From an optimization exercise on the open Yosys and OpenROAD flow, aimed at small area, a short achievable clock period and few clock cycles per item; shortcuts taken in it are not production practice.
RTL that was checked went through simulation tests only; none was proved equivalent to the original.
No functional check of the RTL was part of runs 1, 2, 5 and 6.
No activity file was given, so power comes from the tool's default toggle rates.

==> flow/config.mk <==
export PLATFORM = sky130hd
export DESIGN_NAME = cm_top
export DESIGN_NICKNAME = cm_top
export VERILOG_FILES = /design/flow/design.v
export SDC_FILE = /design/flow/constraint.sdc
export NUM_CORES = 4
export LEC_CHECK = 0
export ABC_CLOCK_PERIOD_IN_PS = 2200
export CAP_MARGIN = 20
export CORE_MARGIN = 2
export CORE_UTILIZATION = 40
export PLACE_DENSITY = 0.6
export SETUP_SLACK_MARGIN = 2.8
export SLEW_MARGIN = 20
==> flow/constraint.sdc <==
create_clock -name core_clock -period 5.0 [get_ports {clk}]
set_input_delay 1.0000 -clock core_clock [delete_from_list [all_inputs] [get_ports {clk}]]
set_output_delay 1.0000 -clock core_clock [all_outputs]
set_load 0.01 [all_outputs]
==> flow/design.v <==
`timescale 1ns/100ps
`default_nettype none
module cm_top #(
    parameter logic [31:0] RF_BADDR = 32'd0      
) (
    input  wire         clk,
    input  wire         rst_n,
    input  wire  [31:0] rf_addr,
    input  wire         rf_wr,
    input  wire  [31:0] rf_cfg,
    output logic [31:0] rf_sts,
    output logic        mem_ce,
    output logic        mem_we,
    output logic [31:0] mem_addr,
    output logic [7:0]  mem_wr_data,
    input  wire  [7:0]  mem_rd_data
);
    logic sel_op1, sel_op2, sel_res, sel_nop, sel_start, sel_sts;
    assign sel_op1   = rf_wr & (rf_addr == RF_BADDR + 32'd0);
    assign sel_op2   = rf_wr & (rf_addr == RF_BADDR + 32'd1);
    assign sel_res   = rf_wr & (rf_addr == RF_BADDR + 32'd2);
    assign sel_nop   = rf_wr & (rf_addr == RF_BADDR + 32'd3);
    assign sel_start = rf_wr & (rf_addr == RF_BADDR + 32'd4);
    assign sel_sts   = rf_wr & (rf_addr == RF_BADDR + 32'd5);
    logic        running;        
    logic        done_q;         
    logic [10:1] s;              
    logic        first;          
    logic        last;           
    logic        cv;             
    logic        rot;            
    logic        rz;             
    logic [31:0] rd_left;        
    logic [31:0] nop_q;
    logic        go, pend, finish;
    logic        r_n, f_n, l_n;
    logic [10:1] s_n;
    assign go     = sel_start & rf_cfg[0] & ~running;
    assign pend   = first ? s[6] : s[10];                      
    assign finish = last & s[10];
    always_comb begin
        r_n = running;
        f_n = first;
        l_n = last;
        s_n = 10'd1;
        if (!running) begin
            if (go) begin
                r_n = 1'b1;
                f_n = 1'b1;
                l_n = 1'b0;
            end
        end else if (finish) begin
            r_n = 1'b0;
        end else if (pend) begin
            f_n = 1'b0;
            l_n = rz;
        end else begin
            s_n = {s[9:1], 1'b0};
        end
    end
    always_ff @(posedge clk or negedge rst_n) begin
        if (!rst_n) begin
            running <= 1'b0;
            done_q  <= 1'b0;
            s       <= 10'd1;
            first   <= 1'b0;
            last    <= 1'b0;
            cv      <= 1'b0;
            rot     <= 1'b0;
            mem_ce  <= 1'b0;
            mem_we  <= 1'b0;
        end else begin
            if (sel_sts)
                done_q <= 1'b0;
            else if (running && finish)
                done_q <= 1'b1;
            running <= r_n;
            first   <= f_n;
            last    <= l_n;
            s       <= s_n;
            if (!running)
                cv <= 1'b0;
            else if (pend)
                cv <= ~last;
            rot     <= r_n & (s_n[2] | s_n[4] | (f_n ? s_n[6] : s_n[10]));
            mem_ce  <= r_n & ((|s_n[4:1]) ? ~l_n : ~f_n);
            mem_we  <= ~(|s_n[4:1]);
        end
    end
    always_ff @(posedge clk) begin
        if (sel_nop)
            nop_q <= rf_cfg;
        if (go)
            rd_left <= nop_q;
        else if (s[1] && !last)
            rd_left <= rd_left - 32'd1;
        rz <= (rd_left == 32'd0);
    end
    assign rf_sts = {31'd0, done_q};
    logic [31:0] b_p, c_p, inc;
    assign inc = mem_addr + {31'd0, mem_ce};
    always_ff @(posedge clk or negedge rst_n) begin
        if (!rst_n) begin
            mem_addr <= 32'd0;
            b_p      <= 32'd0;
            c_p      <= 32'd0;
        end else begin
            if (sel_op1)
                mem_addr <= rf_cfg;
            else if (rot)
                mem_addr <= b_p;
            else
                mem_addr <= inc;
            if (sel_op2)
                b_p <= rf_cfg;
            else if (rot)
                b_p <= c_p;
            if (sel_res)
                c_p <= rf_cfg;
            else if (rot)
                c_p <= inc;
        end
    end
    logic [7:0] s_q, x1, y1, x2r, y2r, x2n, y2n;
    assign x2n = s[4] ? {mem_rd_data[5:0], mem_rd_data[7:6]} : {x2r[1:0], x2r[7:2]};
    assign y2n = s[5] ? mem_rd_data : {y2r[1:0], y2r[7:2]};
    always_ff @(posedge clk) begin
        s_q <= mem_rd_data;                                       
        if (s[3]) begin
            x1 <= s_q;
            y1 <= mem_rd_data;
        end
        x2r <= x2n;
        y2r <= y2n;
    end
    function automatic logic [2:0] bdec(input logic [2:0] w);
        bdec = {w[2],
                (w[2] & ~w[1] & ~w[0]) | (~w[2] & w[1] & w[0]),
                w[1] ^ w[0]};
    endfunction
    function automatic logic [11:0] bterm(input logic [7:0] m, input logic [2:0] d, input logic inv);
        logic        neg;
        logic [10:0] mag;
        neg = d[2] ^ inv;
        mag = d[0] ? {{3{m[7]}}, m} : (d[1] ? {{2{m[7]}}, m, 1'b0} : 11'd0);
        bterm = {neg, mag ^ {11{neg}}};
    endfunction
    logic       m0;                  
    logic [2:0] dx, dy;              
    assign m0 = first ? s[5] : s[9];
    always_ff @(posedge clk) begin
        dx <= bdec({x2n[1:0], x2n[7] & ~m0});
        dy <= bdec({y2n[1:0], y2n[7] & ~m0});
    end
    logic [11:0] ta, tb, tc, td;
    logic [10:0] abx, aby;
    logic        cbx, cby;
    assign ta = bterm(x1, dx, 1'b0);
    assign tb = bterm(y1, dy, 1'b1);
    assign tc = bterm(x1, dy, 1'b0);
    assign td = bterm(y1, dx, 1'b0);
    always_ff @(posedge clk) begin
        abx <= ta[10:0] + tb[10:0] + {10'd0, ta[11]};
        cbx <= tb[11];
        aby <= tc[10:0] + td[10:0] + {10'd0, tc[11]};
        cby <= td[11];
    end
    logic        itp, itp0;
    logic [8:0]  px, py;
    logic [7:0]  lx, ly;
    logic [10:0] tx, ty;
    assign itp  = cv & (|s[4:1]);
    assign itp0 = s[1];
    assign tx   = (itp0 ? 11'd0 : {{2{px[8]}}, px}) + abx + {10'd0, cbx};
    assign ty   = (itp0 ? 11'd0 : {{2{py[8]}}, py}) + aby + {10'd0, cby};
    always_ff @(posedge clk) begin
        if (itp) begin
            px <= tx[10:2];
            py <= ty[10:2];
            lx <= {tx[1:0], lx[7:2]};
            ly <= {ty[1:0], ly[7:2]};
        end
    end
    always_ff @(posedge clk) begin
        if (s[4])
            mem_wr_data <= {ty[1:0], ly[7:2]};
        else if (s[5])
            mem_wr_data <= py[7:0];
        else if (s[6])
            mem_wr_data <= {8{py[8]}};
        else if (s[7])
            mem_wr_data <= lx;
        else if (s[8])
            mem_wr_data <= px[7:0];
        else if (s[9])
            mem_wr_data <= {8{px[8]}};
    end
endmodule
`default_nettype wire
==> flow/run.sh <==
#!/bin/bash
# synth_recipe.tcl (not shown) runs the flow's synth.tcl, then flattens the netlist and writes it again
# the make line also repeats each setting of config.mk as NAME=value (left out here)
make -C /OpenROAD-flow-scripts/flow DESIGN_CONFIG=/design/flow/config.mk WORK_HOME=/design/flow/orfs CLKGATE_MAP_FILE= SYNTH_SCRIPT=/design/flow/synth_recipe.tcl finish
==> results of run 1 <==
==> worst max-delay path by stage <==
stage,start,endpoint,depth (start not counted)
floorplan,rf_addr[0],rd_left[0]$_DFFE_PP_,5
global placement,rf_addr[0],rd_left[13]$_DFFE_PP_,4
detailed placement,rf_addr[0],rd_left[14]$_DFFE_PP_,4
CTS,s[1]$_DFF_PN1_,py[8]$_DFFE_PP_,9
global route,s[1]$_DFF_PN1_,py[8]$_DFFE_PP_,9
finish,s[1]$_DFF_PN1_,py[7]$_DFFE_PP_,9
==> per-stage QoR <==
step / cell area, sq um / util / total power [mW] / instances
6_report: 20780 / 0.5813 / 5.140 / 2171
5_1_grt: 20780 / 0.5813 / 5.275 / 2171
4_1_cts: 19790 / 0.5537 / 5.180 / 2118
3_5_place_dp: 16330 / 0.4568 / 2.620 / 1885
3_3_place_gp: 16330 / 0.4568 / 2.619 / 1885
2_1_floorplan: 15180 / - / 2.527 / 1387
==> cell type report <==
| type | instances | share of cell area |
|---|---|---|
| clock buffers | 43 | 0.04504 |
| repair buffers | 336 | 0.1570 |
| flip-flops and latches | 287 | 0.3640 |
| clock inverters | 19 | 0.01030 |
| multi-input cells | 1005 | 0.3923 |
| inverters | 20 | 0.003613 |
| well taps | 461 | 0.02776 |
==> state kept, by name, indices dropped and copies added (netlist names), 6 cells and up <==
signal / flops
mem_wr_data: 8
abx: 11
nop_q: 32
ly: 6
py: 9
aby: 11
x1: 8
px: 9
lx: 8
s_q: 8
rd_left: 32
s: 10
x2r: 8
c_p: 32
mem_addr: 32
y1: 8
b_p: 32
y2r: 8
==> placed cells by master (no fill, tap or decap), types with 26 or more instances in the layout <==
master / n
xnor2_1: 88
clkdlybuf4s50_1: 39
dfxtp_1: 47
buf_6: 62
nor2_1: 80
xor2_1: 26
buf_4: 141
edfxtp_1: 120
clkdlybuf4s15_1: 29
clkbuf_16: 37
nor2b_1: 35
nand2_1: 63
conb_1: 31
a21oi_1: 65
ha_1: 34
o21ai_1: 31
mux2i_1: 82
dfrtp_1: 97
==> cell families (layout without fill, tap and decap cells) <==
family,Yosys count,count (layout),share of synthesized area
compound gates,269,271,0.1130
xor+xnor,124,124,0.07451
fa+ha+maj,44,44,0.04086
buf+inv,110,418,0.03751
flops,287,287,0.5158
mux,103,103,0.07253
other cells,1,31,0.0002573
simple gates,419,432,0.1455
==> report_power, final <==
part	switching (mW)	internal [mW]	total, mW
Sequential	0.000772	2.44	2.44
Clock	1.02	1.54	2.56
Combinational	0.0809	0.0534	0.134
Total	1.10	4.04	5.14
==> repair_timing <==
action	in CTS	in global routing
endpoints found under the hold margin	0	0
pin swaps	106	73
resized for setup	443	160
gates cloned	19	2
buffers inserted	152	51
endpoints found under the setup margin	270	203
==> per-layer routing <==
layer	share of wire	GRT usage
met5	0.00036	0
met1	0.43	0.2764
met4	0.034	0.07577
met3	0.047	0.02985
met2	0.49	0.3604
==> results by group, run 1 <==
Run status
  – Outcome: no timing/DRC/antenna violations

Synthesis
  – Ranking of synthesized cells by area: edfxtp_1 (25%), dfrtp_1 (19%), dfxtp_1 (7.3%)
  – Mapped Area: 14580 sq um
  – Most frequent cell after synthesis: edfxtp_1
  – Avg Cell Area, Syn: 10.74 sq um
  – Yosys warnings: 1
  – Yosys reg bits: 287
  – Synth top area share: 0.2472
  – Most used DFF post-synth: edfxtp_1
  – Netlist cell types: 69
  – Post-synth EDFFs: 120
  – Top cells by count, synth: edfxtp_1 (120), nor2_1 (116), dfrtp_1 (113)
  – Register area share after synthesis: 0.5158
  – Area leader, netlist: edfxtp_1
  – Synth async-reset ratio: 0.3972
  – Synth Instances: 1357

Die
  – Rows: 69
  – Die Width: 194.9 microns
  – Io pins: 149
  – Core Area: 35740 sq um
  – Die Y: 194.9 microns
  – Die area: 37980 sq um
  – Initial Utilization: 0.4078

Worst setup path
  – Max FO, Critical Path: 5
  – Setup CP Type: reg -> reg
  – Nature of the critical path endpoint: flop
  – Startpoint types: flop
  – Data arrival, critical path: 3110 ps
  – Worst path slowest cell: dfstp_4
  – Reg-to-reg endpoint: py[7]$_DFFE_PP_
  – CP top delay family: simple AND/OR/NAND/NOR gates
  – Worst r2r src: s[1]$_DFF_PN1_
  – Worst-case reg-to-reg path depth: 9
  – Crit-path cells: buf_4 > nor2b_2 > ha_1 > a21oi_2 > nor2b_1 > o31a_1 > or4_4 > nand4_1 > or3b_2
  – Crit path largest cell delay: 660 ps
  – Critical path buffer and inverter count: 1
  – R2r setup slk: 2160 ps
  – Worst path required time: 5270 ps

Drt
  – Via density: 5.419
  – Post-DR wirelength/cell: 19.43 microns
  – # DRC: 0
  – Antenna Violating Nets Remaining: 0
  – Pre-antenna DRT Iters: 5
  – Vias: 11770
  – Total Wirelength: 42180 microns
  – Iter 0 DRT Violations: 635

Timing
  – Final setup TNS: 0 ps
  – Final Hold Viols: 0
  – Relative slew slack: 0.2997
  – Period utilisation layout: 0.5680
  – Worst-margin pin slew: 1050 ps
  – RSZ-0062 raised after global routing: yes
  – Pins Over Slew Limit: 0
  – Setup-failing EPs final: 0
  – WHS: 396.6 ps
  – Final min period: 2840 ps
  – Clk_skew: 21.47 ps
  – Setup WS post-layout: 2160 ps
  – F_max: 352.1 MHz

Cells and area
  – Share of cells above drive strength 1: 0.3526
  – Multi-input logic area: 8152 sq um
  – Fill count: 2882
  – Final net count: 1803
  – Register area: 7562 sq um
  – Antenna Cells: 0
  – Area Growth Syn to Fin: 42.54%

Power
  – Pwr dens: 247.4 nW/um^2
  – Peak VDD IR: 0.2475 mV
  – Leakage: 8.126 nW

Clock network
  – Clk buf depth: 3
  – Clock Tree Root: clkbuf_16
  – TritonCTS Sinks: 287
  – CTS tree: done
  – Total CTS buffers: 34
  – H-Tree Level Count: 2
  – Worst-Skew Late Latency: 530 ps
  – Clock transition at path regs: 60 ps
  – Hold Buf Count CTS: 0

Placed design
  – Detailed Place HPWL: 23580 microns
  – Setup WS pre-CTS: 1052 ps
  – Routability congestion estimate: 0.7970
  – IO Port Bufs: 117

Hold path
  – WHS Path Cells: 0
  – Worst hold start: s_q[1]$_DFF_P_
  – WHS Endpoint: x1[1]$_DFFE_PP_
  – Type of the worst min-delay path: reg -> reg

Global route
  – Total GRT Usage: 0.2120
  – First-pass GRT wire length: 63990 microns
  – Vias in the first global route: 11630
  – GRT overflow: 0
  – Initial antenna violation count: 1
  – Largest net degree at the start of global routing: 63

Run
  – Max-cap viol count: 0
==> run 2, diff against run 1 <==
==> flow/config.mk (replaced) <==
export PLATFORM = sky130hd
export DESIGN_NAME = cm_top
export DESIGN_NICKNAME = cm_top
export VERILOG_FILES = /design/flow/design.v
export SDC_FILE = /design/flow/constraint.sdc
export NUM_CORES = 4
export LEC_CHECK = 0
export ABC_CLOCK_PERIOD_IN_PS = 2500
export CAP_MARGIN = 20
export CORE_MARGIN = 2
export CORE_UTILIZATION = 40
export PLACE_DENSITY = 0.6
export SETUP_SLACK_MARGIN = 2.5
export SLEW_MARGIN = 20
==> run 2 against run 1 <==
Global-route usage is 1.7 points lower. Core utilization is 5.6 points lower. Sequential share of layout area is 3.8 points higher. Synthesized area stayed put. Sequential power hardly changed. Cell area is 9.6% lower. Maximum frequency is 1.5% higher. Hold slack better by 9.5 ps. Count of clock-buffer cells in the layout is 3 higher. Die area stayed put. Combinational power is 3% lower. Cell count is 5.3% lower. Largest cell class is now registers.
==> results by group, run 2 <==
Run status
  – Outcome: no timing/DRC/antenna violations

Timing
  – Final min period: 2799 ps
  – Final Hold Viols: 0
  – RSZ-0062 raised after global routing: yes
  – Relative slew slack: 0.3008
  – Clk_skew: 28.02 ps
  – Final setup TNS: 0 ps
  – Period utilisation layout: 0.5598
  – WHS: 406.1 ps
  – Worst-margin pin slew: 1049 ps
  – Setup-failing EPs final: 0
  – Pins Over Slew Limit: 0
  – F_max: 357.3 MHz

Global route
  – First-pass GRT wire length: 58860 microns
  – Total GRT Usage: 0.1954
  – Largest net degree at the start of global routing: 65
  – GRT overflow: 0
  – Initial antenna violation count: 2
  – Vias in the first global route: 10570

Synthesis
  – Mapped Area: 14580 sq um
  – Area leader, netlist: edfxtp_1
  – Most used DFF post-synth: edfxtp_1
  – Yosys warnings: 1
  – Yosys reg bits: 287
  – Top cells by count, synth: edfxtp_1 (120), nor2_1 (116), dfrtp_1 (113)
  – Synth Instances: 1357
  – Synth async-reset ratio: 0.3972
  – Netlist cell types: 69
  – Synth top area share: 0.2472
  – Most frequent cell after synthesis: edfxtp_1
  – Register area share after synthesis: 0.5158
  – Ranking of synthesized cells by area: edfxtp_1 (25%), dfrtp_1 (19%), dfxtp_1 (7.3%)
  – Avg Cell Area, Syn: 10.74 sq um
  – Post-synth EDFFs: 120

Drt
  – # DRC: 0
  – Iter 0 DRT Violations: 714
  – Vias: 11010
  – Pre-antenna DRT Iters: 5
  – Post-DR wirelength/cell: 18.76 microns
  – Via density: 5.357
  – Antenna Violating Nets Remaining: 0
  – Total Wirelength: 38560 microns

Clock network
  – Worst-Skew Late Latency: 510 ps
  – Clock Tree Root: clkbuf_16
  – H-Tree Level Count: 2
  – Hold Buf Count CTS: 0
  – CTS tree: done
  – TritonCTS Sinks: 287
  – Clock transition at path regs: 60 ps
  – Total CTS buffers: 34
  – Clk buf depth: 3

Die
  – Die Y: 194.9 microns
  – Io pins: 149
  – Rows: 69
  – Die Width: 194.9 microns
  – Initial Utilization: 0.4078
  – Core Area: 35740 sq um
  – Die area: 37980 sq um

Worst setup path
  – Reg-to-reg endpoint: py[7]$_DFFE_PP_
  – Worst path depth: 8
  – Crit path largest cell delay: 660 ps
  – Worst r2r src: s[1]$_DFF_PN1_
  – Crit-path cells: nor2b_2 > fa_2 > a21oi_2 > nor2b_1 > o31a_1 > or4_4 > nand4_1 > or3b_4
  – Worst-case reg-to-reg path depth: 8
  – Worst path slowest cell: dfstp_4
  – R2r setup slk: 2200 ps
  – Setup CP Type: reg -> reg
  – Critical path buffer and inverter count: 0
  – CP top delay family: simple AND/OR/NAND/NOR gates
  – Data arrival, critical path: 3040 ps
  – Max FO, Critical Path: 5
  – Startpoint types: flop
  – Nature of the critical path endpoint: flop
  – Worst path required time: 5240 ps

Cells and area
  – Commonest non-fill, non-tap cells in the layout: edfxtp_1 (120), nor2_1 (102), dfrtp_1 (100)
  – Commonest non-fill, non-tap cell in the layout: edfxtp_1
  – Area Growth Syn to Fin: 28.88%
  – Final net count: 1686
  – Util after Layout: 0.5256
  – Share of cells above drive strength 1: 0.2293
  – Fill count: 3149

Power
  – Power, Total: 4.953 mW
  – Pwr dens: 263.6 nW/um^2
  – Peak VDD IR: 0.1796 mV
  – Leakage: 7.124 nW

Run
  – Max-cap viol count: 0

Hold path
  – Worst hold start: s_q[7]$_DFF_P_
  – WHS Path Cells: 0
  – WHS Endpoint: x1[7]$_DFFE_PP_
  – Type of the worst min-delay path: reg -> reg

Placed design
  – IO Port Bufs: 117
  – Routability congestion estimate: 0.8390
  – Detailed Place HPWL: 24180 microns
run 2: cell counts after synthesis:
Identical to the previous run, type by type.
run 2: metal layers:
layer	up-vias	global-route usage	share of wire
met3	50	0.03436	0.053
met2	291	0.3082	0.46
met1	5364	0.2781	0.47
met4	0	0.05089	0.019
met5	-	0	0
li1	5304	-	-
run 2: per-stage QoR:
step	setup slack (ps)	cell area (sq um)	instances
after floorplan	1999	14910	1387
after global placement	1013	16190	1884
after detailed placement	1001	16190	1884
after CTS	2153	17930	2000
after global routing	2119	18780	2053
final	2201	18790	2055
run 2: repair_timing:
action / 4_1_cts / 5_1_grt
cloned: 8 / 6
endpoints found under the setup margin: 242 / 186
setup buffers: 47 / 47
gates resized for setup: 177 / 144
pin swaps: 29 / 46
run 2: worst max path at each step:
stage | slack, ps | to | start
after floorplan | 2000 | rd_left[0]$_DFFE_PP_ | rf_addr[0]
after global placement | 1010 | rd_left[17]$_DFFE_PP_ | rf_addr[5]
after detailed placement | 1000 | rd_left[18]$_DFFE_PP_ | rf_addr[5]
after CTS | 2150 | py[8]$_DFFE_PP_ | s[1]$_DFF_PN1_
after global routing | 2120 | px[8]$_DFFE_PP_ | s[1]$_DFF_PN1_
final | 2200 | py[7]$_DFFE_PP_ | s[1]$_DFF_PN1_
run 2: cells by family after synthesis:
family | synth area share
buffers and inverters | 0.03751
other | 0.0002573
XOR/XNOR | 0.07451
AND/OR/NAND/NOR | 0.1455
AO/OA/AOI/OAI | 0.1130
adder cells (fa/ha/maj) | 0.04086
multiplexers | 0.07253
flip-flops | 0.5158
run 2: layout make-up:
| class | count | area [sq um] | share of cell area |
|---|---|---|---|
| clock inverters | 15 | 133.9 | 0.007127 |
| inverters | 20 | 75.07 | 0.003996 |
| multi-input cells | 1002 | 7415 | 0.3947 |
| flip-flops and latches | 287 | 7555 | 0.4022 |
| repair buffers | 222 | 2088 | 0.1112 |
| well taps | 461 | 576.8 | 0.03070 |
| clock buffers | 46 | 937.1 | 0.04989 |
| diodes | 2 | 5.005 | 0.0002664 |
run 2: power breakdown:
part	switching, mW	leakage (nW)	internal, mW	total, mW
clock network	0.955	0.531	1.42	2.38
logic	0.0786	3.88	0.0514	0.130
registers	0.000791	2.72	2.44	2.44
==> run 3, diff against run 2 <==
--- a/flow/design.v
+++ b/flow/design.v
@@ -82,7 +82,7 @@
                 cv <= 1'b0;
             else if (pend)
                 cv <= ~last;
-            rot     <= r_n & (s_n[2] | s_n[4] | (f_n ? s_n[6] : s_n[10]));
+            rot     <= running & (s[1] | s[3] | (first ? s[5] : s[9]));
             mem_ce  <= r_n & ((|s_n[4:1]) ? ~l_n : ~f_n);
             mem_we  <= ~(|s_n[4:1]);
         end
@@ -90,7 +90,7 @@
     always_ff @(posedge clk) begin
         if (sel_nop)
             nop_q <= rf_cfg;
-        if (go)
+        if (!running)
             rd_left <= nop_q;
         else if (s[1] && !last)
             rd_left <= rd_left - 32'd1;
@@ -165,20 +165,22 @@
         aby <= tc[10:0] + td[10:0] + {10'd0, tc[11]};
         cby <= td[11];
     end
-    logic        itp, itp0;
+    logic        itp;
     logic [8:0]  px, py;
     logic [7:0]  lx, ly;
     logic [10:0] tx, ty;
     assign itp  = cv & (|s[4:1]);
-    assign itp0 = s[1];
-    assign tx   = (itp0 ? 11'd0 : {{2{px[8]}}, px}) + abx + {10'd0, cbx};
-    assign ty   = (itp0 ? 11'd0 : {{2{py[8]}}, py}) + aby + {10'd0, cby};
+    assign tx   = {{2{px[8]}}, px} + abx + {10'd0, cbx};
+    assign ty   = {{2{py[8]}}, py} + aby + {10'd0, cby};
     always_ff @(posedge clk) begin
         if (itp) begin
             px <= tx[10:2];
             py <= ty[10:2];
             lx <= {tx[1:0], lx[7:2]};
             ly <= {ty[1:0], ly[7:2]};
+        end else if (pend) begin
+            px <= 9'd0;
+            py <= 9'd0;
         end
     end
     always_ff @(posedge clk) begin
==> flow/config.mk (replaced) <==
export PLATFORM = sky130hd
export DESIGN_NAME = cm_top
export DESIGN_NICKNAME = cm_top
export VERILOG_FILES = /design/flow/design.v
export SDC_FILE = /design/flow/constraint.sdc
export NUM_CORES = 4
export LEC_CHECK = 0
export ABC_CLOCK_PERIOD_IN_PS = 2200
export CAP_MARGIN = 20
export CORE_MARGIN = 2
export CORE_UTILIZATION = 65
export PLACE_DENSITY = 0.75
export SETUP_SLACK_MARGIN = 2.8
export SLEW_MARGIN = 20
export TNS_END_PERCENT = 20
==> run 3 against run 2 <==
Critical endpoint is now abx[4]$_DFF_P_. Die area shrank 38%. Power shrank 3.5%. Critical path depth grew 5. Cell area shrank 2.4%.
==> results by group, run 3 <==
Worst setup path
  – Worst r2r src: y1[0]$_DFFE_PP_
  – Max FO, Critical Path: 5
  – CP top delay family: simple AND/OR/NAND/NOR gates
  – Reg-to-reg endpoint: abx[4]$_DFF_P_
  – Worst path slowest cell: edfxtp_1
  – Worst-case reg-to-reg path depth: 13
  – Startpoint types: flop
  – Crit path largest cell delay: 500 ps
  – Nature of the critical path endpoint: flop
  – Crit-path cells: buf_6 > and3b_1 > nor3_2 > a21oi_2 > fa_2 > nor2b_2 > o21ai_2 > a21boi_2 > buf_4 > buf_4 > buf_4 > buf_4 > nor2_1
  – Setup CP Type: reg -> reg
  – R2r setup slk: 2460 ps
  – Critical path buffer and inverter count: 5
  – Worst path required time: 5460 ps
  – Data arrival, critical path: 3000 ps
  – Cell mode on critical path: buf_4

Clock network
  – Worst-Skew Late Latency: 560 ps
  – Hold Buf Count CTS: 0
  – CTS tree: done
  – H-Tree Level Count: 1
  – Clock transition at path regs: 60 ps
  – Clock Tree Root: clkbuf_16
  – Total CTS buffers: 30
  – Clk buf depth: 3
  – TritonCTS Sinks: 287

Die
  – Initial Utilization: 0.6630
  – Die Y: 153.4 microns
  – Io pins: 149
  – Rows: 54
  – Core Area: 21890 sq um
  – Die area: 23540 sq um
  – Die Width: 153.4 microns

Power
  – Pwr dens: 260.5 nW/um^2
  – Pint: 3.791 mW
  – Sequential share of power: 0.511
  – Combinational Power Share: 0.026
  – Leakage: 7.153 nW
  – Peak VDD IR: 0.3548 mV
  – Sw Pwr: 0.9872 mW
  – Power, Total: 4.778 mW
  – Clk pwr share: 0.462
  – Sw frac: 0.2066

Cells and area
  – Commonest non-fill, non-tap cell in the layout: edfxtp_1
  – Area Growth Syn to Fin: 26.39%
  – Antenna Cells: 0
  – Util after Layout: 0.8380
  – Layout Cells excl Fill: 1878
  – Final net count: 1693
  – Commonest non-fill, non-tap cells in the layout: edfxtp_1 (120), nor2_1 (119), nand2_1 (105)
  – Final instance area: 18340 sq um
  – Share of cells above drive strength 1: 0.2134

Timing
  – Pins Over Slew Limit: 0
  – Relative slew slack: 0.2489
  – Period utilisation layout: 0.5086
  – F_max: 393.3 MHz
  – Final setup TNS: 0 ps
  – Setup-failing EPs final: 0
  – WHS: 405.7 ps
  – RSZ-0062 raised after global routing: yes
  – Worst-margin pin slew: 1125 ps
  – Final min period: 2543 ps
  – Setup WS post-layout: 2457 ps
  – Final Hold Viols: 0
  – Clk_skew: 14.77 ps

Synthesis
  – Most frequent cell after synthesis: nor2_1
  – Synth Instances: 1373
  – Post-synth EDFFs: 120
  – Top cells by count, synth: nor2_1 (121), edfxtp_1 (120), dfrtp_1 (113), nand2_1 (113)
  – Ranking of synthesized cells by area: edfxtp_1 (25%), dfrtp_1 (19%), dfxtp_1 (7.3%)
  – Yosys reg bits: 287
  – Yosys warnings: 1
  – Most used DFF post-synth: edfxtp_1
  – Synth top area share: 0.2483
  – Avg Cell Area, Syn: 10.57 sq um
  – Netlist cell types: 67
  – Register area share after synthesis: 0.5180
  – Mapped Area: 14510 sq um
  – Area leader, netlist: edfxtp_1
  – Synth async-reset ratio: 0.3972

Hold path
  – Type of the worst min-delay path: reg -> reg
  – WHS Endpoint: x1[7]$_DFFE_PP_
  – WHS Path Cells: 0
  – Worst hold start: s_q[7]$_DFF_P_

Drt
  – Antenna Violating Nets Remaining: 0
  – Total Wirelength: 38600 microns
  – Vias: 11540
  – Pre-antenna DRT Iters: 5
  – Iter 0 DRT Violations: 1115
  – # DRC: 0
  – Via density: 6.143
  – Post-DR wirelength/cell: 20.55 microns

Run
  – Max-cap viol count: 0

Placed design
  – Post-place instance area: 15880 sq um
  – Routability congestion estimate: 0.8525
  – Detailed Place HPWL: 22480 microns
  – Setup WS pre-CTS: 1171 ps
  – # placed instances: 1722
  – IO Port Bufs: 117

Global route
  – Largest net degree at the start of global routing: 65
  – GRT overflow: 0
  – Vias in the first global route: 10820
  – Initial antenna violation count: 0
  – Total GRT Usage: 0.3033
  – First-pass GRT wire length: 57390 microns

Run status
  – Outcome: no timing/DRC/antenna violations
run 3: worst register-to-register path: stages, from the launching register on:
cell and delay (ps):
edfxtp_1 500, buf_6 170, and3b_1 210, nor3_2 230
a21oi_2 80, fa_2 390, nor2b_2 130, o21ai_2 80
a21boi_2 190, buf_4 140, buf_4 100, buf_4 100
buf_4 90, nor2_1 40
run 3: per-layer routing:
layer  part of all wire  GRT usage
met1               0.42     0.4511
met2               0.46     0.4775
met3              0.092    0.04225
met4              0.027    0.07296
met5                  0          0
run 3: cell type report:
type	instances	area, sq um
fill	1224	3547
inverter	38	146.4
sequential	287	7559
tap	280	350.3
clock inverter	11	141.4
multi-input combinational	988	7146
clock buffer	45	827.0
timing repair buffer	229	2175
run 3: worst max path at each step:
stage               startpoint                   to  slack (ps)  cells past startpoint
4_1_cts          dx[0]$_DFF_P_       abx[7]$_DFF_P_        2590                     11
6_report       y1[0]$_DFFE_PP_       abx[4]$_DFF_P_        2460                     13
3_5_place_dp       rf_addr[21]  c_p[17]$_DFFE_PN0P_        1170                      7
3_3_place_gp       rf_addr[21]  c_p[17]$_DFFE_PN0P_        1320                      7
2_1_floorplan      rf_addr[21]  c_p[21]$_DFFE_PN0P_        2510                      7
5_1_grt          dy[1]$_DFF_P_       abx[7]$_DFF_P_        2410                     11
run 3: kinds of logic after synthesis:
kind of cell,count (synthesis),synth area share
simple gates,414,0.1397
compound gates,292,0.1253
flops,287,0.5180
buf+inv,129,0.04207
xor+xnor,114,0.06879
mux,92,0.06491
fa+ha+maj,44,0.04104
other cells,1,0.0002584
run 3: power by group through the flow:
stage,combinational [mW],sequential (mW),clock (mW)
5_1_grt,0.135,2.44,2.31
4_1_cts,0.118,2.44,2.22
3_5_place_dp,0.123,2.49,0
6_report,0.126,2.44,2.21
3_3_place_gp,0.122,2.49,0
2_1_floorplan,0.0325,2.49,0
run 3: repair_timing:
item                                    in CTS  in global routing
setup buffers                               57                 36
endpoints found under the setup margin     249                241
gates cloned                                 3                  4
pin swaps                                   53                 52
resized for setup                          231                 88
Testbench counts of run 3, summed over its fixed seeds: cycles 15,193, ops 1,445.
==> run 4, diff against run 3 <==
==> flow/config.mk (replaced) <==
export PLATFORM = sky130hd
export DESIGN_NAME = cm_top
export DESIGN_NICKNAME = cm_top
export VERILOG_FILES = /design/flow/design.v
export SDC_FILE = /design/flow/constraint.sdc
export NUM_CORES = 4
export LEC_CHECK = 0
export ABC_CLOCK_PERIOD_IN_PS = 2400
export CAP_MARGIN = 20
export CORE_MARGIN = 2
export CORE_UTILIZATION = 50
export PLACE_DENSITY = 0.65
export SETUP_SLACK_MARGIN = 2.65
export SLEW_MARGIN = 20
==> run 4 against run 3 <==
Via count decreased by 2.1%. Cell count increased by 6.2%. Synthesized cell count unchanged. Maximum frequency increased by 3.1%. Critical path depth decreased by 1. Worst setup slack improved by 77 ps. Critical endpoint is now c_p[23]$_DFFE_PN0P_. Still clean on timing, DRC and antenna. Global-route usage decreased by 5.6 points. Wire length increased by 1.5%.
==> results by group, run 4 <==
Cells and area
  – Fill count: 2126
  – Antenna Cells: 0
  – Commonest non-fill, non-tap cell in the layout: edfxtp_1
  – Area Growth Syn to Fin: 33.47%
  – Final net count: 1706
  – Commonest non-fill, non-tap cells in the layout: edfxtp_1 (120), nor2_1 (98), dfrtp_1 (93)
  – Share of cells above drive strength 1: 0.2595

Timing
  – Clk_skew: 10.16 ps
  – Relative slew slack: 0.2447
  – Period utilisation layout: 0.4931
  – Final Hold Viols: 0
  – RSZ-0062 raised after global routing: yes
  – Setup-failing EPs final: 0
  – Worst-margin pin slew: 1133 ps
  – Pins Over Slew Limit: 0
  – F_max: 405.6 MHz
  – Final setup TNS: 0 ps
  – Final min period: 2466 ps

Die
  – Initial Utilization: 0.5070
  – Core Area: 28630 sq um
  – Die Width: 174.4 microns
  – Die Y: 174.4 microns
  – Rows: 62
  – Die area: 30410 sq um
  – Io pins: 149

Worst setup path
  – Crit-path cells: buf_6 > nor4_4 > nand4_1 > nor3_4 > buf_12 > buf_6 > nor3b_4 > buf_6 > buf_6 > buf_12 > buf_16 > o221ai_2
  – Worst path slowest cell: nor3_4
  – Nature of the critical path endpoint: flop
  – Setup CP Type: in -> reg
  – Data arrival, critical path: 2900 ps
  – Worst-case reg-to-reg path depth: 10
  – Startpoint types: primary input
  – Crit path largest cell delay: 290 ps
  – Cell mode on critical path: buf_6
  – Worst path required time: 5430 ps
  – Max FO, Critical Path: 6

Synthesis
  – Synth top area share: 0.2483
  – Register area share after synthesis: 0.5180
  – Yosys warnings: 1
  – Area leader, netlist: edfxtp_1
  – Synth async-reset ratio: 0.3972
  – Most frequent cell after synthesis: nor2_1
  – Netlist cell types: 67
  – Most used DFF post-synth: edfxtp_1
  – Synth Instances: 1373
  – Ranking of synthesized cells by area: edfxtp_1 (25%), dfrtp_1 (19%), dfxtp_1 (7.3%)
  – Post-synth EDFFs: 120
  – Yosys reg bits: 287
  – Top cells by count, synth: nor2_1 (121), edfxtp_1 (120), dfrtp_1 (113), nand2_1 (113)
  – Avg Cell Area, Syn: 10.57 sq um
  – Mapped Area: 14510 sq um

Drt
  – Post-DR wirelength/cell: 19.64 microns
  – Total Wirelength: 39180 microns
  – # DRC: 0
  – Iter 0 DRT Violations: 960
  – Pre-antenna DRT Iters: 5
  – Antenna Violating Nets Remaining: 0
  – Via density: 5.660
  – Vias: 11290

Run status
  – Outcome: no timing/DRC/antenna violations

Placed design
  – Detailed Place HPWL: 23660 microns
  – IO Port Bufs: 117
  – Routability congestion estimate: 0.8355

Power
  – Sw Pwr: 1.042 mW
  – Pwr dens: 260.7 nW/um^2
  – Combinational Power Share: 0.027
  – Pint: 4.008 mW
  – Sequential share of power: 0.484
  – Peak VDD IR: 0.2930 mV
  – Power, Total: 5.050 mW
  – Sw frac: 0.2063
  – Clk pwr share: 0.490
  – Leakage: 7.458 nW

Clock network
  – H-Tree Level Count: 1
  – Worst-Skew Late Latency: 560 ps
  – Clock Tree Root: clkbuf_16
  – Hold Buf Count CTS: 0
  – Total CTS buffers: 30
  – TritonCTS Sinks: 287
  – Clk buf depth: 3
  – CTS tree: done
  – Clock transition at path regs: 60 ps

Global route
  – GRT overflow: 0
  – Largest net degree at the start of global routing: 73
  – Total GRT Usage: 0.2472
  – Vias in the first global route: 10820
  – Initial antenna violation count: 0
  – First-pass GRT wire length: 59760 microns

Hold path
  – Type of the worst min-delay path: reg -> reg
  – WHS Path Cells: 0

Run
  – Max-cap viol count: 0
## run 4: cell count changes in the layout (fill, tap and decap cells not counted), sizes merged, moves of 2 or more
cell	delta
and3	+2
bufinv	+4
clkbuf	-10
buf	+5
nand2	+2
dlymetal6s2s	-2
clkinv	+7
bufbuf	+2
## run 4: critical path, delay by kind of cell
kind	cells	cell delay, ps
buffers and inverters	7	830
AND/OR/NAND/NOR	4	970
AO/OA/AOI/OAI	1	80
## run 4: timing repair
item,CTS,global route
setup buffers,67,26
endpoints found under the setup margin,204,153
cloned,17,3
pin swaps,38,57
resized for setup,244,167
## run 4: through the flow
stage,area (sq um),setup slack [ps],hold slack (ps),instances,util
2_1_floorplan,14920,2512,354.9,1403,-
3_3_place_gp,16080,1210,387.4,1826,0.5618
3_5_place_dp,16080,1179,388.7,1826,0.5618
4_1_cts,18490,2464,403.7,1966,0.6458
5_1_grt,19370,2445,408.0,1995,0.6767
6_report,19370,2534,402.7,1995,0.6767
## run 4: cell type report
type,count,area [sq um],share of cell area
flip-flops and latches,287,7564,0.3905
clock inverters,23,296.5,0.01531
well taps,384,480.5,0.02480
clock buffers,33,803.3,0.04147
inverters,38,150.1,0.007751
repair buffers,238,2585,0.1334
multi-input cells,992,7492,0.3868
## run 4: metal layers
| metal | up-vias | global-route usage | wire, microns | part of all wire |
|---|---|---|---|---|
| met3 | 72 | 0.03259 | 2549 | 0.065 |
| li1 | 5313 | - | - | - |
| met5 | - | 0 | 0 | 0 |
| met4 | 0 | 0.06618 | 897 | 0.023 |
| met2 | 384 | 0.3747 | 17520 | 0.45 |
| met1 | 5523 | 0.3735 | 18210 | 0.46 |
## run 4: cells by family after synthesis
kind of cell	count (synthesis)	synth area share
other	1	0.0002584
AO/OA/AOI/OAI	292	0.1253
XOR/XNOR	114	0.06879
flip-flops	287	0.5180
multiplexers	92	0.06491
buffers and inverters	129	0.04207
adder cells (fa/ha/maj)	44	0.04104
AND/OR/NAND/NOR	414	0.1397
## run 4: path summary, 6_finish.rpt
check                           startpoint                     to  slack [ps]
max                             rf_addr[6]    c_p[23]$_DFFE_PN0P_        2530
min                         s_q[1]$_DFF_P_        x1[1]$_DFFE_PP_         400
max reg2reg                x1[1]$_DFFE_PP_         abx[8]$_DFF_P_        2620
min reg2reg                 s_q[1]$_DFF_P_        x1[1]$_DFFE_PP_         400
max in group asynchronous            rst_n  mem_addr[8]$_DFF_PN0_        3690
min in group asynchronous            rst_n    b_p[27]$_DFFE_PN0P_         490
## run 4: power by group through the flow
| stage | combinational (mW) | sequential [mW] | clock, mW |
|---|---|---|---|
| finish | 0.136 | 2.44 | 2.47 |
| CTS | 0.124 | 2.44 | 2.51 |
| global route | 0.144 | 2.44 | 2.60 |
| global placement | 0.126 | 2.49 | 0 |
| floorplan | 0.0323 | 2.49 | 0 |
| detailed placement | 0.126 | 2.49 | 0 |
==> run 5, diff against run 4 <==
--- a/flow/design.v
+++ b/flow/design.v
@@ -30,7 +30,7 @@
     logic        cv;             
     logic        rot;            
     logic        rz;             
-    logic [31:0] rd_left;        
+    logic [31:0] rd_cnt;        
     logic [31:0] nop_q;
     logic        go, pend, finish;
     logic        r_n, f_n, l_n;
@@ -91,10 +91,10 @@
         if (sel_nop)
             nop_q <= rf_cfg;
         if (!running)
-            rd_left <= nop_q;
+            rd_cnt <= 32'd0;
         else if (s[1] && !last)
-            rd_left <= rd_left - 32'd1;
-        rz <= (rd_left == 32'd0);
+            rd_cnt <= rd_cnt + 32'd1;
+        rz <= (rd_cnt == nop_q);
     end
     assign rf_sts = {31'd0, done_q};
     logic [31:0] b_p, c_p, inc;
==> flow/config.mk (replaced) <==
export PLATFORM = sky130hd
export DESIGN_NAME = cm_top
export DESIGN_NICKNAME = cm_top
export VERILOG_FILES = /design/flow/design.v
export SDC_FILE = /design/flow/constraint.sdc
export NUM_CORES = 4
export LEC_CHECK = 0
export ABC_CLOCK_PERIOD_IN_PS = 2500
export CAP_MARGIN = 20
export CORE_MARGIN = 2
export CORE_UTILIZATION = 40
export PLACE_DENSITY = 0.6
export SETUP_SLACK_MARGIN = 2.5
export SLEW_MARGIN = 20
==> run 5 against run 4 <==
Synthesized area barely moved. Maximum frequency decreased by 6.0%. Cell count is 2.1% higher. Power down 1.4%. Register-to-register slack got worse by 120 ps. Global-route usage down 5.0 points. Clock power about the same. Combinational power fell by 7%.
==> results by group, run 5 <==
Placed design
  – Routability congestion estimate: 0.8138
  – IO Port Bufs: 117
  – Detailed Place HPWL: 24720 microns

Die
  – Die Width: 194.5 microns
  – Die area: 37810 sq um
  – Die Y: 194.5 microns
  – Initial Utilization: 0.4070
  – Core Area: 35660 sq um
  – Io pins: 149
  – Rows: 69

Global route
  – Vias in the first global route: 10390
  – Met3 usage: 0.03002
  – Initial antenna violation count: 3
  – GRT met1 Usage: 0.2896
  – Global routing's busiest layer: met2
  – GRT overflow: 0
  – Met2 Track Usage GR: 0.3008
  – Total GRT Usage: 0.1973
  – First-pass GRT wire length: 59020 microns
  – Largest net degree at the start of global routing: 59

Cells and area
  – Register area: 7234 sq um
  – Area Growth Syn to Fin: 25.75%
  – Share of cells above drive strength 1: 0.1792
  – Fill count: 3187
  – Final net count: 1667
  – Multi-input logic area: 7246 sq um
  – Commonest non-fill, non-tap cells in the layout: nand2_1 (109), dfrtp_1 (98), edfxtp_1 (88)
  – Commonest non-fill, non-tap cell in the layout: nand2_1

Synthesis
  – Synth top area share: 0.1949
  – Synth Instances: 1386
  – Mapped Area: 14510 sq um
  – Top cells by count, synth: dfrtp_1 (113), nand2_1 (110), nor2_1 (109)
  – Register area share after synthesis: 0.4961
  – Ranking of synthesized cells by area: dfrtp_1 (19%), edfxtp_1 (18%), dfxtp_1 (12%)
  – Avg Cell Area, Syn: 10.47 sq um
  – Most used DFF post-synth: dfrtp_1
  – Area leader, netlist: dfrtp_1
  – Yosys warnings: 1
  – Synth async-reset ratio: 0.3972
  – Most frequent cell after synthesis: dfrtp_1
  – Netlist cell types: 76
  – Post-synth EDFFs: 88
  – Yosys reg bits: 287

Clock network
  – H-Tree Level Count: 1
  – Hold Buf Count CTS: 0
  – CTS tree: done
  – Clock Tree Root: clkbuf_16
  – Total CTS buffers: 31
  – Clk buf depth: 3
  – Clock transition at path regs: 60 ps
  – Worst-Skew Late Latency: 580 ps
  – TritonCTS Sinks: 287

Worst setup path
  – Worst path required time: 5510 ps
  – R2r setup slk: 2500 ps
  – Nature of the critical path endpoint: flop
  – Setup CP Type: in -> reg
  – Data arrival, critical path: 3130 ps
  – Startpoint types: primary input
  – Worst-case reg-to-reg path depth: 12
  – Max FO, Critical Path: 8
  – Reg-to-reg endpoint: abx[7]$_DFF_P_
  – Worst r2r src: dx[1]$_DFF_P_

Timing
  – WHS: 386.9 ps
  – Setup-failing EPs final: 0
  – Clk_skew: 23.53 ps
  – Relative slew slack: 0.3455
  – Pins Over Slew Limit: 0
  – RSZ-0062 raised after global routing: yes
  – Final min period: 2622 ps
  – Period utilisation layout: 0.5244
  – F_max: 381.4 MHz
  – Worst-margin pin slew: 980.7 ps
  – Final Hold Viols: 0
  – Final setup TNS: 0 ps

Drt
  – Antenna Violating Nets Remaining: 0
  – Via density: 5.278
  – Iter 0 DRT Violations: 764
  – Pre-antenna DRT Iters: 19
  – # DRC: 0
  – Post-DR wirelength/cell: 18.82 microns
  – Vias: 10750
  – Total Wirelength: 38330 microns

Power
  – Peak VDD IR: 0.2433 mV
  – Leakage: 7.389 nW
  – Pwr dens: 273.0 nW/um^2

Hold path
  – Type of the worst min-delay path: reg -> reg
  – WHS Endpoint: x1[3]$_DFFE_PP_
  – Worst hold start: s_q[3]$_DFF_P_
  – WHS Path Cells: 0

Run status
  – Outcome: no timing/DRC/antenna violations

Run
  – Max-cap viol count: 0
==> run 5: changes by cell type after synthesis, sizes merged, moves of 16 or more <==
cell    delta
edfxtp    -32
xor2      +41
a21oi     -22
dfxtp     +32
o21ai     +16
==> run 5: timing repair <==
item                                    CTS  global route
gates resized for setup                 202            58
buffers inserted                         33            21
cloned                                    7             3
pin swaps                                21            28
endpoints found under the setup margin  193           141
==> run 5: worst max-delay path, stage by stage <==
cell and delay (ps):
buf_6 90, or4_4 560, nor4_4 300, or4b_4 600
buf_12 190, buf_12 120, buf_16 140, a21oi_2 120
==> run 5: metal layers <==
metal / share of wire / vias up
met5: 0.00034 / -
met2: 0.45 / 281
li1: - / 5174
met4: 0.023 / 2
met1: 0.48 / 5228
met3: 0.056 / 61
==> run 5: how the worst max path moves through the flow <==
stage / startpoint / endpoint / slack [ps]
floorplan: rf_addr[21] / b_p[14]$_DFFE_PN0P_ / 2200
CTS: rf_addr[26] / b_p[22]$_DFFE_PN0P_ / 2370
global placement: rf_addr[21] / b_p[12]$_DFFE_PN0P_ / 1230
finish: rf_addr[26] / b_p[22]$_DFFE_PN0P_ / 2380
detailed placement: rf_addr[21] / b_p[13]$_DFFE_PN0P_ / 1150
global route: dx[1]$_DFF_P_ / abx[7]$_DFF_P_ / 2280
==> run 5: cell type report <==
type	instances	share of cell area
diodes	1	0.0001371
clock buffers	49	0.05362
clock inverters	9	0.006994
inverters	37	0.007612
multi-input cells	1002	0.3971
flip-flops and latches	287	0.3965
well taps	461	0.03161
repair buffers	190	0.1064
==> run 5: cells by family (layout without fill, tap and decap cells) <==
group	after synthesis	in the layout	share of synthesized area
buf+inv	128	285	0.04751
other cells	1	32	0.0002584
fa+ha+maj	43	43	0.04018
xor+xnor	149	149	0.08994
compound gates	256	256	0.1084
simple gates	425	426	0.1494
mux	97	97	0.06829
flops	287	287	0.4961
==> run 5: report_power, final <==
| group | switching (mW) | total (mW) | leakage [nW] | internal [mW] |
|---|---|---|---|---|
| clock | 0.949 | 2.45 | 0.543 | 1.50 |
| combinational | 0.0789 | 0.127 | 4.17 | 0.0484 |
| sequential | 0.000810 | 2.41 | 2.68 | 2.41 |
==> run 5: per-stage QoR <==
stage | util | area (sq um) | std cells | worst slack [ps] | power [mW]
floorplan | - | 14720 | 1416 | 2205 | 2.489
global placement | 0.4472 | 15950 | 1913 | 1230 | 2.581
detailed placement | 0.4472 | 15950 | 1913 | 1151 | 2.581
CTS | 0.4990 | 17790 | 2011 | 2373 | 5.022
global route | 0.5117 | 18240 | 2035 | 2277 | 5.138
finish | 0.5117 | 18250 | 2036 | 2378 | 4.980
==> run 6, diff against run 5 <==
==> flow/flow/run.sh (new file) <==
#!/bin/bash
# Standard layout, with plain buffers (instead of delay buffers) on the ports.
export BUFFER_PORTS_ARGS="-buffer_cell sky130_fd_sc_hd__buf_2"
bash standard.sh > standard.log 2>&1
==> flow/standard.sh (new file) <==
#!/bin/bash
# synth_recipe.tcl (not shown) runs the flow's synth.tcl, then flattens the netlist and writes it again
# the make line also repeats each setting of config.mk as NAME=value (left out here)
make -C /OpenROAD-flow-scripts/flow DESIGN_CONFIG=/design/flow/config.mk WORK_HOME=/design/flow/orfs CLKGATE_MAP_FILE= SYNTH_SCRIPT=/design/flow/synth_recipe.tcl "${@:-finish}"
==> flow/config.mk (replaced) <==
export PLATFORM = sky130hd
export DESIGN_NAME = cm_top
export DESIGN_NICKNAME = cm_top
export VERILOG_FILES = /design/flow/design.v
export SDC_FILE = /design/flow/constraint.sdc
export NUM_CORES = 4
export LEC_CHECK = 0
export ABC_CLOCK_PERIOD_IN_PS = 2200
export CAP_MARGIN = 20
export CORE_MARGIN = 2
export CORE_UTILIZATION = 40
export PLACE_DENSITY = 0.6
export SETUP_SLACK_MARGIN = 2.8
export SLEW_MARGIN = 20
removed: flow/run.sh
==> run 6 against run 5 <==
Wire length up 12%. Register-to-register slack gained 120 ps. Global-route usage rose by 1.8 points. Synthesized cell count is the same. Critical path type unchanged. Largest cell class unchanged.
==> results by group, run 6 <==
Drt
  – Pre-antenna DRT Iters: 24
  – Antenna Violating Nets Remaining: 0
  – Post-DR wirelength/cell: 20.47 microns
  – Vias: 11590
  – Via density: 5.523
  – Total Wirelength: 42960 microns
  – # DRC: 0
  – Iter 0 DRT Violations: 885

Die
  – Die Width: 194.5 microns
  – Io pins: 149
  – Core Area: 35660 sq um
  – Rows: 69
  – Die Y: 194.5 microns
  – Die area: 37810 sq um
  – Initial Utilization: 0.4070

Global route
  – Vias in the first global route: 11250
  – Initial antenna violation count: 3
  – GRT overflow: 0
  – First-pass GRT wire length: 63580 microns
  – Total GRT Usage: 0.2149
  – Largest net degree at the start of global routing: 64

Cells and area
  – Commonest non-fill, non-tap cells in the layout: buf_2 (110), dfrtp_1 (101), nand2_1 (88), edfxtp_1 (88), mux2i_1 (81)
  – Commonest non-fill, non-tap cell in the layout: buf_2
  – Fill count: 3036
  – Register area: 7233 sq um
  – Area Growth Syn to Fin: 31.28%
  – Final net count: 1728
  – Multi-input logic area: 7980 sq um
  – Share of cells above drive strength 1: 0.3346

Synthesis
  – Area leader, netlist: dfrtp_1
  – Avg Cell Area, Syn: 10.47 sq um
  – Post-synth EDFFs: 88
  – Top cells by count, synth: dfrtp_1 (113), nand2_1 (110), nor2_1 (109)
  – Yosys warnings: 1
  – Synth Instances: 1386
  – Netlist cell types: 76
  – Most used DFF post-synth: dfrtp_1
  – Yosys reg bits: 287
  – Register area share after synthesis: 0.4961
  – Mapped Area: 14510 sq um
  – Ranking of synthesized cells by area: dfrtp_1 (19%), edfxtp_1 (18%), dfxtp_1 (12%)
  – Synth top area share: 0.1949
  – Synth async-reset ratio: 0.3972
  – Most frequent cell after synthesis: dfrtp_1

Timing
  – Setup-failing EPs final: 0
  – Relative slew slack: 0.4043
  – Period utilisation layout: 0.5339
  – Clk_skew: 17.09 ps
  – Final min period: 2670 ps
  – F_max: 374.6 MHz
  – Worst-margin pin slew: 893.5 ps
  – Final Hold Viols: 0
  – RSZ-0062 raised after global routing: yes
  – Final setup TNS: 0 ps
  – Pins Over Slew Limit: 0
  – Setup WS post-layout: 2330 ps

Placed design
  – Detailed Place HPWL: 25060 microns
  – IO Port Bufs: 117
  – Routability congestion estimate: 0.8115
  – Setup WS pre-CTS: 796.7 ps

Clock network
  – Total CTS buffers: 34
  – Clock transition at path regs: 60 ps
  – Worst-Skew Late Latency: 520 ps
  – Clock Tree Root: clkbuf_16
  – Hold Buf Count CTS: 0
  – TritonCTS Sinks: 287
  – H-Tree Level Count: 2
  – CTS tree: done
  – Clk buf depth: 3

Worst setup path
  – Startpoint types: primary input
  – Data arrival, critical path: 3120 ps
  – Worst path required time: 5450 ps
  – Setup CP Type: in -> reg
  – Nature of the critical path endpoint: flop
  – Max FO, Critical Path: 5
  – Crit path largest cell delay: 570 ps
  – Crit-path cells: buf_6 > or4_4 > nor4_4 > buf_4 > and4bb_4 > buf_6 > buf_12 > buf_12 > buf_16 > nand2_2 > o21ai_1
  – Worst path slowest cell: or4_4

Power
  – Peak VDD IR: 0.1727 mV
  – Power, Total: 4.993 mW
  – Pwr dens: 262.1 nW/um^2
  – Leakage: 7.783 nW

Run
  – Max-cap viol count: 0

Run status
  – Outcome: no timing/DRC/antenna violations

Hold path
  – Type of the worst min-delay path: reg -> reg
[run 6: cell counts after synthesis]
No cell type changed its count.
[run 6: power by group]
| part | leakage (nW) | switching, mW | internal [mW] |
|---|---|---|---|
| registers | 2.68 | 0.000823 | 2.41 |
| logic | 4.56 | 0.0905 | 0.0290 |
| clock network | 0.543 | 0.986 | 1.48 |
| total | 7.78 | 1.08 | 3.92 |
[run 6: final timing paths]
path                           startpoint                     end  slack (ps)  depth (start not counted)
max in group asynchronous           rst_n   mem_addr[5]$_DFF_PN0_        3380                          2
setup reg to reg            dx[0]$_DFF_P_          abx[7]$_DFF_P_        2620                         10
min in group asynchronous           rst_n     c_p[31]$_DFFE_PN0P_         600                          1
hold reg to reg            s_q[4]$_DFF_P_         x1[4]$_DFFE_PP_         400                          0
hold / removal             s_q[4]$_DFF_P_         x1[4]$_DFFE_PP_         400                          0
setup / recovery              rf_addr[27]  mem_addr[27]$_DFF_PN0_        2330                         11
[run 6: cell families after synthesis]
kind of cell	count (synthesis)	share of synthesized area
multiplexers	97	0.06829
AO/OA/AOI/OAI	256	0.1084
AND/OR/NAND/NOR	425	0.1494
adder cells (fa/ha/maj)	43	0.04018
XOR/XNOR	149	0.08994
flip-flops	287	0.4961
other	1	0.0002584
buffers and inverters	128	0.04751
[run 6: through the flow]
| stage | cells | cell area (sq um) | util | hold WS [ps] |
|---|---|---|---|---|
| final | 2098 | 19050 | 0.5343 | 402.7 |
| after global routing | 2098 | 19050 | 0.5343 | 409.5 |
| after CTS | 2069 | 18130 | 0.5085 | 400.1 |
| after detailed placement | 1910 | 15440 | 0.4331 | 389.5 |
| after global placement | 1910 | 15440 | 0.4331 | 387.2 |
| after floorplan | 1416 | 14890 | - | 343.6 |
[run 6: timing repair]
action | 4_1_cts | 5_1_grt
pin swaps | 50 | 67
endpoints found under the setup margin | 175 | 182
gates resized for setup | 137 | 170
setup buffers | 75 | 19
cloned | 23 | 8
[run 6: area by class of cell]
class / count / area share
diodes: 2 / 0.0002627
clock buffers: 48 / 0.05176
clock inverters: 13 / 0.006174
inverters: 37 / 0.007816
multi-input cells: 1020 / 0.4189
flip-flops and latches: 287 / 0.3797
well taps: 461 / 0.03028
repair buffers: 229 / 0.1048
repair inverters: 1 / 0.0002627
[run 6: worst max-delay path, delay by kind of cell]
family,cells,cell delay (ps)
compound gates,1,70
buf+inv,6,730
simple gates,4,1300
[run 6: routing by layer]
metal	GRT usage	vias to the layer above	part of all wire
met3	0.05084	95	0.072
met4	0.07293	0	0.031
li1	-	5357	-
met5	0	-	0
met2	0.3339	436	0.45
met1	0.2948	5700	0.44
==> run 7, diff against run 6 <==
--- a/flow/design.v
+++ b/flow/design.v
@@ -30,7 +30,7 @@
     logic        cv;             
     logic        rot;            
     logic        rz;             
-    logic [31:0] rd_cnt;        
+    logic [31:0] rd_left;        
     logic [31:0] nop_q;
     logic        go, pend, finish;
     logic        r_n, f_n, l_n;
@@ -91,10 +91,10 @@
         if (sel_nop)
             nop_q <= rf_cfg;
         if (!running)
-            rd_cnt <= 32'd0;
+            rd_left <= nop_q;
         else if (s[1] && !last)
-            rd_cnt <= rd_cnt + 32'd1;
-        rz <= (rd_cnt == nop_q);
+            rd_left <= rd_left - 32'd1;
+        rz <= (rd_left == 32'd0);
     end
     assign rf_sts = {31'd0, done_q};
     logic [31:0] b_p, c_p, inc;
==> flow/run.sh (new file) <==
#!/bin/bash
# synth_recipe.tcl (not shown) runs the flow's synth.tcl, then flattens the netlist and writes it again
# the make line also repeats each setting of config.mk as NAME=value (left out here)
make -C /OpenROAD-flow-scripts/flow DESIGN_CONFIG=/design/flow/config.mk WORK_HOME=/design/flow/orfs CLKGATE_MAP_FILE= SYNTH_SCRIPT=/design/flow/synth_recipe.tcl finish
==> flow/config.mk (replaced) <==
export PLATFORM = sky130hd
export DESIGN_NAME = cm_top
export DESIGN_NICKNAME = cm_top
export VERILOG_FILES = /design/flow/design.v
export SDC_FILE = /design/flow/constraint.sdc
export NUM_CORES = 4
export LEC_CHECK = 0
export ABC_CLOCK_PERIOD_IN_PS = 2500
export CAP_MARGIN = 20
export CORE_MARGIN = 2
export CORE_UTILIZATION = 40
export PLACE_DENSITY = 0.6
export SETUP_SLACK_MARGIN = 2.5
export SLEW_MARGIN = 20
removed: flow/flow/run.sh
removed: flow/standard.sh
==> run 7 against run 6 <==
Largest cell class is now registers. Largest power group is now registers. Sequential power is essentially flat. First-iteration DRC count shrank 21%. Sequential share of layout area grew 3.6 points. Wire length shrank 13%. Still clean.
==> results by group, run 7 <==
Global route
  – Vias in the first global route: 10430
  – Initial antenna violation count: 3
  – Total GRT Usage: 0.1960
  – GRT overflow: 0
  – Largest net degree at the start of global routing: 65
  – First-pass GRT wire length: 58690 microns

Drt
  – # DRC: 0
  – Antenna Violating Nets Remaining: 0
  – Via density: 5.220
  – Iter 0 DRT Violations: 697
  – Post-DR wirelength/cell: 18.44 microns
  – Vias: 10600
  – Total Wirelength: 37450 microns
  – Pre-antenna DRT Iters: 5

Power
  – Clk pwr share: 0.484
  – Sequential share of power: 0.491
  – Sw Pwr: 1.051 mW
  – Sw frac: 0.2112
  – Pint: 3.925 mW
  – Peak VDD IR: 0.3026 mV
  – Combinational Power Share: 0.025
  – Pwr dens: 274.0 nW/um^2
  – Leakage: 6.993 nW

Synthesis
  – Yosys warnings: 1
  – Synth top area share: 0.2483
  – Avg Cell Area, Syn: 10.57 sq um
  – Post-synth EDFFs: 120
  – Netlist cell types: 67
  – Ranking of synthesized cells by area: edfxtp_1 (25%), dfrtp_1 (19%), dfxtp_1 (7.3%)
  – Top cells by count, synth: nor2_1 (121), edfxtp_1 (120), dfrtp_1 (113), nand2_1 (113)
  – Register area share after synthesis: 0.5180
  – Area leader, netlist: edfxtp_1
  – Synth async-reset ratio: 0.3972
  – Most frequent cell after synthesis: nor2_1
  – Synth Instances: 1373
  – Yosys reg bits: 287
  – Most used DFF post-synth: edfxtp_1
  – Mapped Area: 14510 sq um

Hold path
  – Type of the worst min-delay path: reg -> reg

Timing
  – Period utilisation layout: 0.4933
  – Clk_skew: 20.89 ps
  – Final Hold Viols: 0
  – Relative slew slack: 0.5235
  – Worst-margin pin slew: 708.2 ps
  – WHS: 402.6 ps
  – RSZ-0062 raised after global routing: yes
  – Final setup TNS: 0 ps
  – Final min period: 2466 ps
  – Pins Over Slew Limit: 0
  – F_max: 405.5 MHz
  – Setup-failing EPs final: 0

Worst setup path
  – Data arrival, critical path: 1470 ps
  – CP top delay family: buffers and inverters
  – Startpoint types: flop
  – Setup CP Type: reg -> out
  – Critical path buffer and inverter count: 1
  – Crit path largest cell delay: 560 ps
  – Max FO, Critical Path: 2
  – Crit-path cells: clkdlybuf4s50_1
  – Worst path required time: 4000 ps
  – Nature of the critical path endpoint: output port
  – Worst path slowest cell: clkdlybuf4s50_1

Clock network
  – Worst-Skew Late Latency: 520 ps
  – Clk buf depth: 3
  – CTS tree: done
  – Clock Tree Root: clkbuf_16
  – Total CTS buffers: 34
  – Hold Buf Count CTS: 0
  – Clock transition at path regs: 60 ps
  – H-Tree Level Count: 2
  – TritonCTS Sinks: 287

Placed design
  – Post-place instance area: 16070 sq um
  – Detailed Place HPWL: 24830 microns
  – IO Port Bufs: 117
  – Routability congestion estimate: 0.8308

Die
  – Io pins: 149
  – Core Area: 35660 sq um
  – Die Width: 194.5 microns
  – Die area: 37820 sq um
  – Initial Utilization: 0.4071
  – Rows: 69
  – Die Y: 194.5 microns

Cells and area
  – Commonest non-fill, non-tap cell in the layout: edfxtp_1
  – Final net count: 1660
  – Area Growth Syn to Fin: 25.16%
  – Share of cells above drive strength 1: 0.1782
  – Commonest non-fill, non-tap cells in the layout: edfxtp_1 (120), nor2_1 (118), nand2_1 (104)
  – Final instance area: 18160 sq um

Run
  – Max-cap viol count: 0

Run status
  – Outcome: no timing/DRC/antenna violations
[run 7: final timing paths]
check                      slack (ps)  cells past startpoint             startpoint                     to
hold reg to reg                   400                      0         s_q[0]$_DFF_P_        x1[0]$_DFFE_PP_
min in group asynchronous         480                      1                  rst_n    c_p[25]$_DFFE_PN0P_
setup / recovery                 2530                      1  mem_addr[0]$_DFF_PN0_            mem_addr[0]
max in group asynchronous        3440                      2                  rst_n  mem_addr[5]$_DFF_PN0_
setup reg to reg                 2600                     11          dy[1]$_DFF_P_         abx[8]$_DFF_P_
hold / removal                    400                      0         s_q[0]$_DFF_P_        x1[0]$_DFFE_PP_
[run 7: stage by stage]
stage	utilization	power (mW)	std cells	worst slack, ps
3_3_place_gp	0.4507	2.618	1903	1311
4_1_cts	0.4973	5.035	2003	2451
6_report	0.5095	4.977	2031	2534
3_5_place_dp	0.4507	2.618	1903	1126
2_1_floorplan	-	2.524	1403	2486
5_1_grt	0.5092	5.133	2028	2335
[run 7: logic make-up after synthesis]
family | after synthesis | synth area share
flops | 287 | 0.5180
fa+ha+maj | 44 | 0.04104
compound gates | 292 | 0.1253
buf+inv | 129 | 0.04207
mux | 92 | 0.06491
xor+xnor | 114 | 0.06879
other cells | 1 | 0.0002584
simple gates | 414 | 0.1397
[run 7: area by class of cell]
class	count	area (sq um)
Fill cell	3188	17490
Sequential cell	287	7559
Multi-Input combinational cell	989	6909
Timing Repair Buffer	191	1872
Clock buffer	42	932.1
Tap cell	461	576.8
Clock inverter	19	161.4
Inverter	38	145.1
Antenna cell	4	10.01
[run 7: power groups by stage]
stage	registers, mW	logic (mW)	clock network (mW)
floorplan	2.49	0.0312	0
global placement	2.49	0.125	0
detailed placement	2.49	0.125	0
CTS	2.44	0.126	2.47
global route	2.44	0.135	2.56
finish	2.44	0.126	2.41
[run 7: metal layers]
layer / part of all wire / track usage / wire length (microns)
met5: 0 / 0 / 0
met2: 0.45 / 0.3080 / 16870
met3: 0.048 / 0.03054 / 1782
met1: 0.49 / 0.2854 / 18170
met4: 0.017 / 0.04359 / 620
[run 7: what timing repair did]
item / in CTS / in global routing
pin swaps: 16 / 40
setup endpoints to repair: 195 / 156
gates cloned: 5 / 2
setup buffers: 34 / 22
resized for setup: 116 / 110
[run 7: worst register-to-register path: stages, from the launching register on]
cell and delay [ps]:
dfxtp_1 360, nor2b_4 230, a22oi_2 90, xnor2_1 260, inv_1 100, fa_1 430, nor2b_1 120, o21ai_0 110
a21boi_1 200, o21ai_1 110, a21oi_2 180, xor2_1 150
Testbench counts of run 7, summed over its fixed seeds: cycles 15,193, ops 1,445.

re-timing with driven ports:
No port has a modelled driver above. Below, the same layouts with a new extraction and two added sets of constraints. Step 1: set_driving_cell puts a clkbuf_16 on clk and a buf_2 on each other input, an assumption about the parent block. Step 2 moves the port delays by t, midway between the first and last clock arrival at a register: inputs arrive t later, outputs are due t later. That takes back most of the time a late clock gives input paths. Three values: no drivers, after step 1, after step 2; two values: the first two.
run | shift t [ns] | setup slack, ns | pins driven straight from the clock port
run 1 | 0.577 | 2.160 / 2.160 / 1.962 | 1
run 2 | 0.551 | 2.201 / 2.201 / 1.932 | 1
run 3 | 0.605 | 2.457 / 2.457 / 2.065 | 1
run 4 | 0.605 | 2.534 / 2.555 / 1.950 | 1
run 5 | 0.625 | 2.378 / 2.405 / 1.780 | 1
run 6 | 0.558 | 2.330 / 2.345 / 1.787 | 1
run 7 | 0.565 | 2.534 / 2.477 / 1.999 | 1
After both steps setup and hold are still met in every run listed. The setup slack of run 5, which loses most, moves by +0.027 ns with the drivers and by -0.598 ns with both steps.
